Source: an optimization exercise on an open RTL-to-GDS flow (aim: small area). Production flows keep margins and buffers that such runs may drop. In this exercise RTL edits were held to simulation tests only and were not proved equivalent to the original. No activity file was given, so power comes from the tool's default toggle rates. The clock port is modelled as an ideal driver; clocking choices that lean on that would not hold on a real chip.

Setup of the previous run:
==> flow/design.v (excerpt) <==
module reg_file #(
  parameter int DATA_W = 32,
  parameter int ADDR_W = 5
) (
  input  logic              clk,
  input  logic              rst_n,
  input  logic              we,
  input  logic [ADDR_W-1:0] waddr,
  input  logic [DATA_W-1:0] wdata,
  input  logic [ADDR_W-1:0] raddr1,
  output logic [DATA_W-1:0] rdata1,
  input  logic [ADDR_W-1:0] raddr2,
  output logic [DATA_W-1:0] rdata2
);
Size: roughly 3200 cells after synthesis, about 1000 flip-flops, ~110 I/O pins, about 39000 µm² of cells after synthesis.
clock: 10.0 ns
lec_check: 0
cap_margin: 15
core_margin: 2
core_utilization: 50
place_density: 0.85
slew_margin: 15
synth_hierarchical: 1
synth_minimum_keep_size: 0
buffer_ports_args: -buffer_cell sky130_fd_sc_hd__buf_1
cts_args: -sink_clustering_enable -repair_clock_nets -dont_use_dummy_load -sink_clustering_size 30 -sink_clustering_max_diameter 100
standard.sh (not shown) runs the stock make flow with config.mk's settings and CLKGATE_MAP_FILE= SYNTH_SCRIPT=/design/flow/synth_recipe.tcl, a recipe that flattens the netlist after the stock synthesis.
==> flow/flow/run.sh <==
#!/bin/bash
# The standard layout (standard.sh), with two changes to how it is made:
# - the input and output port buffers are sky130_fd_sc_hd__buf_1;
# - the clock tree uses larger sink clusters and no dummy loads.
# Each tool's output goes to a log file in this folder.
set -e
cat >> "$FLOW_CONFIG" <<'EOF'
export BUFFER_PORTS_ARGS = -buffer_cell sky130_fd_sc_hd__buf_1
export CTS_ARGS = -sink_clustering_enable -repair_clock_nets -dont_use_dummy_load -sink_clustering_size 30 -sink_clustering_max_diameter 100
EOF
cp "$FLOW_CONFIG" config_used.mk.txt
bash standard.sh > standard.log 2>&1
The previous run finished end to end and its layout was clean on timing, DRC and antenna.
Inputs modified between the previous run and the current run:
Settings: a change of CAP_MARGIN from 15 to 0; a deleted PLACE_DENSITY that had been 0.85; a change of SLEW_MARGIN from 15 to 0; a change of CTS_ARGS from -sink_clustering_enable -repair_clock_nets -dont_use_dummy_load -sink_clustering_size 30 -sink_clustering_max_diameter 100 to -sink_clustering_enable -repair_clock_nets -dont_use_dummy_load -sink_clustering_size 25 -sink_clustering_max_diameter 80.
diff --git a/flow/flow/run.sh b/flow/flow/run.sh
--- a/flow/flow/run.sh
+++ b/flow/flow/run.sh
@@ -7,5 +7,5 @@
 cat >> "$FLOW_CONFIG" <<'EOF'
 export BUFFER_PORTS_ARGS = -buffer_cell sky130_fd_sc_hd__buf_1
-export CTS_ARGS = -sink_clustering_enable -repair_clock_nets -dont_use_dummy_load -sink_clustering_size 30 -sink_clustering_max_diameter 100
+export CTS_ARGS = -sink_clustering_enable -repair_clock_nets -dont_use_dummy_load -sink_clustering_size 25 -sink_clustering_max_diameter 80
 EOF
 cp "$FLOW_CONFIG" config_used.mk.txt
==> comparison <==
In the current run the implementation ran to completion but is not tape-out ready, as the final checks report capacitance limit, slew limit.
Power in sequential cells of the previous run is on par with the current run.
Comparing the current run and the previous run, the lower clock power was measured on the previous run.
Summary: power, the current run worse than the previous run
Delta (the current run minus the previous run): number of buffers inserted during clock tree synthesis up 9, switching power rose by 0.050 mW.
Delta (the current run minus the previous run): via total after detailed routing down about 1.2%, fraction of layout instances using a drive strength above 1 has increased.
There was hardly any difference in cell total after placement between the previous run and the current run.
Number of flip-flops and latches: the current run vs the previous run identical

---

The RTL this note starts from:
==> flow/design.v <==
module reg_file #(
  parameter int DATA_W = 32,
  parameter int ADDR_W = 5
) (
  input  logic              clk,
  input  logic              rst_n,
  input  logic              we,
  input  logic [ADDR_W-1:0] waddr,
  input  logic [DATA_W-1:0] wdata,
  input  logic [ADDR_W-1:0] raddr1,
  output logic [DATA_W-1:0] rdata1,
  input  logic [ADDR_W-1:0] raddr2,
  output logic [DATA_W-1:0] rdata2
);
  localparam int NREG = 1 << ADDR_W;
  logic [DATA_W-1:0] data_q [NREG];
  logic [DATA_W-1:0] data_d [NREG];
  logic [NREG-1:0]   valid_q;
  logic [NREG-1:0]   wsel;
  logic [NREG-1:0]   wsel_n;
  logic [NREG-1:0]   rsel1;
  logic [NREG-1:0]   rsel2;
  logic [3:0] wlo, rlo1, rlo2;
  logic [7:0] whi, rhi1, rhi2;
  always_comb begin
    for (int k = 0; k < 4; k++) begin
      wlo[k]  = (waddr[1:0]  == 2'(k));
      rlo1[k] = (raddr1[1:0] == 2'(k));
      rlo2[k] = (raddr2[1:0] == 2'(k));
    end
    for (int k = 0; k < 8; k++) begin
      whi[k]  = we && (waddr[4:2] == 3'(k));
      rhi1[k] = (raddr1[4:2] == 3'(k));
      rhi2[k] = (raddr2[4:2] == 3'(k));
    end
  end
  assign wsel[0]   = 1'b0;
  assign wsel_n[0] = 1'b1;
  assign rsel1[0]  = 1'b0;
  assign rsel2[0]  = 1'b0;
  for (genvar i = 1; i < NREG; i++) begin : g_sel
    rf_wdec u_wdec (.lo(wlo[i%4]), .hi(whi[i/4]), .s(wsel[i]), .sn(wsel_n[i]));
    rf_and3 u_rdec1 (.a(rlo1[i%4]), .b(rhi1[i/4]), .c(valid_q[i]), .y(rsel1[i]));
    rf_and3 u_rdec2 (.a(rlo2[i%4]), .b(rhi2[i/4]), .c(valid_q[i]), .y(rsel2[i]));
  end
  always_ff @(posedge clk or negedge rst_n) begin
    if (!rst_n) valid_q[NREG-1:1] <= '0;
    else        valid_q[NREG-1:1] <= valid_q[NREG-1:1] | wsel[NREG-1:1];
  end
  assign valid_q[0] = 1'b0;
  assign data_q[0] = '0;
  assign data_d[0] = '0;
  for (genvar i = 1; i < NREG; i++) begin : g_reg
    for (genvar b = 0; b < DATA_W; b++) begin : g_bit
      rf_hold u_hold (.q(data_q[i][b]), .d(wdata[b]), .s(wsel[i]), .sn(wsel_n[i]), .y(data_d[i][b]));
    end
    always_ff @(posedge clk) data_q[i] <= data_d[i];
  end
  for (genvar b = 0; b < DATA_W; b++) begin : g_rd
    logic [NREG-2:0] col;
    for (genvar i = 1; i < NREG; i++) begin : g_col
      assign col[i-1] = data_q[i][b];
    end
    rf_mux31 u_rd1 (.sel(rsel1[NREG-1:1]), .dat(col), .y(rdata1[b]));
    rf_mux31 u_rd2 (.sel(rsel2[NREG-1:1]), .dat(col), .y(rdata2[b]));
  end
endmodule
module rf_wdec (
  input  logic lo,
  input  logic hi,
  output logic s,
  output logic sn
);
  assign s  = lo & hi;
  assign sn = ~(lo & hi);
endmodule
module rf_and3 (
  input  logic a,
  input  logic b,
  input  logic c,
  output logic y
);
  assign y = a & b & c;
endmodule
module rf_hold (
  input  logic q,
  input  logic d,
  input  logic s,
  input  logic sn,
  output logic y
);
  assign y = (q & sn) | (d & s);
endmodule
module rf_aoi222 (
  input  logic [2:0] s,
  input  logic [2:0] d,
  output logic       y
);
  assign y = ~((s[0] & d[0]) | (s[1] & d[1]) | (s[2] & d[2]));
endmodule
module rf_nand2 (
  input  logic s,
  input  logic d,
  output logic y
);
  assign y = ~(s & d);
endmodule
module rf_nand4 (
  input  logic [3:0] a,
  output logic       y
);
  assign y = ~&a;
endmodule
module rf_nand3 (
  input  logic [2:0] a,
  output logic       y
);
  assign y = ~&a;
endmodule
module rf_or3 (
  input  logic [2:0] a,
  output logic       y
);
  assign y = |a;
endmodule
module rf_mux31 (
  input  logic [30:0] sel,
  input  logic [30:0] dat,
  output logic        y
);
  logic [10:0] t;    
  logic [2:0]  u;    
  for (genvar g = 0; g < 10; g++) begin : g_aoi
    rf_aoi222 u_aoi (.s(sel[3*g+2:3*g]), .d(dat[3*g+2:3*g]), .y(t[g]));
  end
  rf_nand2 u_last (.s(sel[30]), .d(dat[30]), .y(t[10]));
  rf_nand4 u_n0 (.a(t[3:0]),  .y(u[0]));
  rf_nand4 u_n1 (.a(t[7:4]),  .y(u[1]));
  rf_nand3 u_n2 (.a(t[10:8]), .y(u[2]));
  rf_or3   u_o  (.a(u), .y(y));
endmodule
export LEC_CHECK = 0
export CAP_MARGIN = 0
export CORE_MARGIN = 2
export CORE_UTILIZATION = 65
export SLEW_MARGIN = 0
export SYNTH_HIERARCHICAL = 1
export SYNTH_MINIMUM_KEEP_SIZE = 0
export BUFFER_PORTS_ARGS = -buffer_cell sky130_fd_sc_hd__buf_1
export CTS_ARGS = -sink_clustering_enable -repair_clock_nets -dont_use_dummy_load -sink_clustering_size 25 -sink_clustering_max_diameter 80
create_clock -name core_clock -period 10.0 [get_ports {clk}]
==> flow/flow/run.sh <==
#!/bin/bash
# The standard layout (standard.sh), with two changes to how it is made:
# - the input and output port buffers are sky130_fd_sc_hd__buf_1;
# - the clock tree uses larger sink clusters and no dummy loads.
# Each tool's output goes to a log file in this folder.
set -e
cat >> "$FLOW_CONFIG" <<'EOF'
export BUFFER_PORTS_ARGS = -buffer_cell sky130_fd_sc_hd__buf_1
export CTS_ARGS = -sink_clustering_enable -repair_clock_nets -dont_use_dummy_load -sink_clustering_size 25 -sink_clustering_max_diameter 80
EOF
cp "$FLOW_CONFIG" config_used.mk.txt
bash standard.sh > standard.log 2>&1
The baseline ran to the end with no violations.
Rerun with:
--- a/flow/flow/run.sh
+++ b/flow/flow/run.sh
@@ -8,3 +8,3 @@
 export BUFFER_PORTS_ARGS = -buffer_cell sky130_fd_sc_hd__buf_1
-export CTS_ARGS = -sink_clustering_enable -repair_clock_nets -dont_use_dummy_load -sink_clustering_size 25 -sink_clustering_max_diameter 80
+export CTS_ARGS = -sink_clustering_enable -repair_clock_nets -dont_use_dummy_load -buf_list sky130_fd_sc_hd__clkbuf_8 -sink_clustering_size 15 -sink_clustering_max_diameter 60
 EOF
==> flow/config.mk (replaced) <==
export PLATFORM = sky130hd
export DESIGN_NAME = reg_file
export DESIGN_NICKNAME = reg_file
export VERILOG_FILES = /design/flow/design.v
export SDC_FILE = /design/flow/constraint.sdc
export NUM_CORES = 4
export LEC_CHECK = 0
export CAP_MARGIN = 15
export CORE_MARGIN = 2
export CORE_UTILIZATION = 50
export PLACE_DENSITY = 0.85
export SLEW_MARGIN = 15
export SYNTH_HIERARCHICAL = 1
export SYNTH_MINIMUM_KEEP_SIZE = 0
export BUFFER_PORTS_ARGS = -buffer_cell sky130_fd_sc_hd__buf_1
export CTS_ARGS = -sink_clustering_enable -repair_clock_nets -dont_use_dummy_load -buf_list sky130_fd_sc_hd__clkbuf_8 -sink_clustering_size 15 -sink_clustering_max_diameter 60
Outcome:
- wire length fell by 3.9%
- cell count grows by 6.0%
- synthesized area stays the same
- clock-buffer cell count grows by 31
- worst hold slack is about the same
- first-iteration DRC count goes up by 1.5%
- die area is higher by 29%

---

v6:
reg_file, a different RTL version from the one above (not shown whole).
Size in the first run: roughly 3300 cells after synthesis, about 110 I/O pins, roughly 0.040 mm^2 of cells after synthesis.
Settings: LEC_CHECK=0, CAP_MARGIN=20, CORE_MARGIN=2, CORE_UTILIZATION=50, SLEW_MARGIN=20, SYNTH_HIERARCHICAL=1, SYNTH_MINIMUM_KEEP_SIZE=0, BUFFER_PORTS_ARGS=-buffer_cell sky130_fd_sc_hd__buf_1, CTS_ARGS=-sink_clustering_enable -repair_clock_nets -dont_use_dummy_load; clock period 10.0 ns.
==> flow/flow/run.sh <==
#!/bin/bash
set -e
cp standard.sh standard.sh.txt
cat >> "$FLOW_CONFIG" <<'EOF'
export BUFFER_PORTS_ARGS = -buffer_cell sky130_fd_sc_hd__buf_1
export CTS_ARGS = -sink_clustering_enable -repair_clock_nets -dont_use_dummy_load
EOF
cp "$FLOW_CONFIG" config_used.mk.txt
bash standard.sh > standard.log 2>&1
Looking at the reports, v6 completed the entire flow and the layout it produced met the timing, DRC and antenna checks.
### v6 -> v7
Settings: CTS_ARGS removed (was -sink_clustering_enable -repair_clock_nets -dont_use_dummy_load); BUFFER_PORTS_ARGS removed (was -buffer_cell sky130_fd_sc_hd__buf_1).
==> flow/run.sh (new file) <==
#!/bin/bash
# synth_recipe.tcl (not shown) runs the flow's synth.tcl, then flattens the netlist and writes it again
# the make line also repeats each setting of config.mk as NAME=value (left out here)
make -C /OpenROAD-flow-scripts/flow DESIGN_CONFIG=/design/flow/config.mk WORK_HOME=/design/flow/orfs CLKGATE_MAP_FILE= SYNTH_SCRIPT=/design/flow/synth_recipe.tcl finish
removed: flow/flow/run.sh
removed: flow/standard.sh
Number of filler instances in the final layout ended up about 3.5% lower on v7 than on v6. v7 vs. v6: sequential share of layout area went down by 1.8 points. v6 and v7 ended up with roughly the same number of nets in the synthesized netlist. A highest-delay cell along the critical path of sky130_fd_sc_hd__a21oi_4 is what v6 shows, while sky130_fd_sc_hd__nand3b_1 belongs to v7. Against v6 as the reference, v7 delivers a higher count of clock-buffer cells in the layout. v7 vs v6 on setup slack: v7 is the lower one. From v6 to v7 the numbers moved as follows: minimum period implied by the final worst setup slack moved up; final cell count went up.

-- static timing again, ports no longer ideal --
The results above use ideal ports. As a check the final layouts listed here were re-extracted and re-timed, cells and wires unchanged. Step 1 assumes that a clkbuf_16 drives the clock port and a buf_2 every other input. Step 2, shift: input delay + t, output delay - t, t = (earliest + latest rising clock arrival at the registers) / 2. This alone moves slack from input paths to output paths. Three values: ideal ports, drivers, drivers and shift; two values: the first two.
run | t, ns | setup slack, ns | worst setup path at the end | cell pins on the clock port's net
the previous run | 0.686 | 3.045 / 3.018 / 3.018 | input to output | 1
the current run | 0.714 | 2.583 / 2.492 / 2.492 | input to output | 1
the first run of note 2 | 0.718 | 2.599 / 2.575 / 2.575 | input to output | 1
the second run of note 2 | 0.785 | 3.097 / 3.069 / 3.069 | input to output | 1
v6 | 0.742 | 2.048 / 2.026 / 2.026 | input to output | 1
v7 | 0.736 | 1.217 / 1.194 / 1.194 | input to output | 1
For the current run, which loses most, drivers alone change the setup slack by -0.091 ns; drivers and shift together by -0.091 ns.
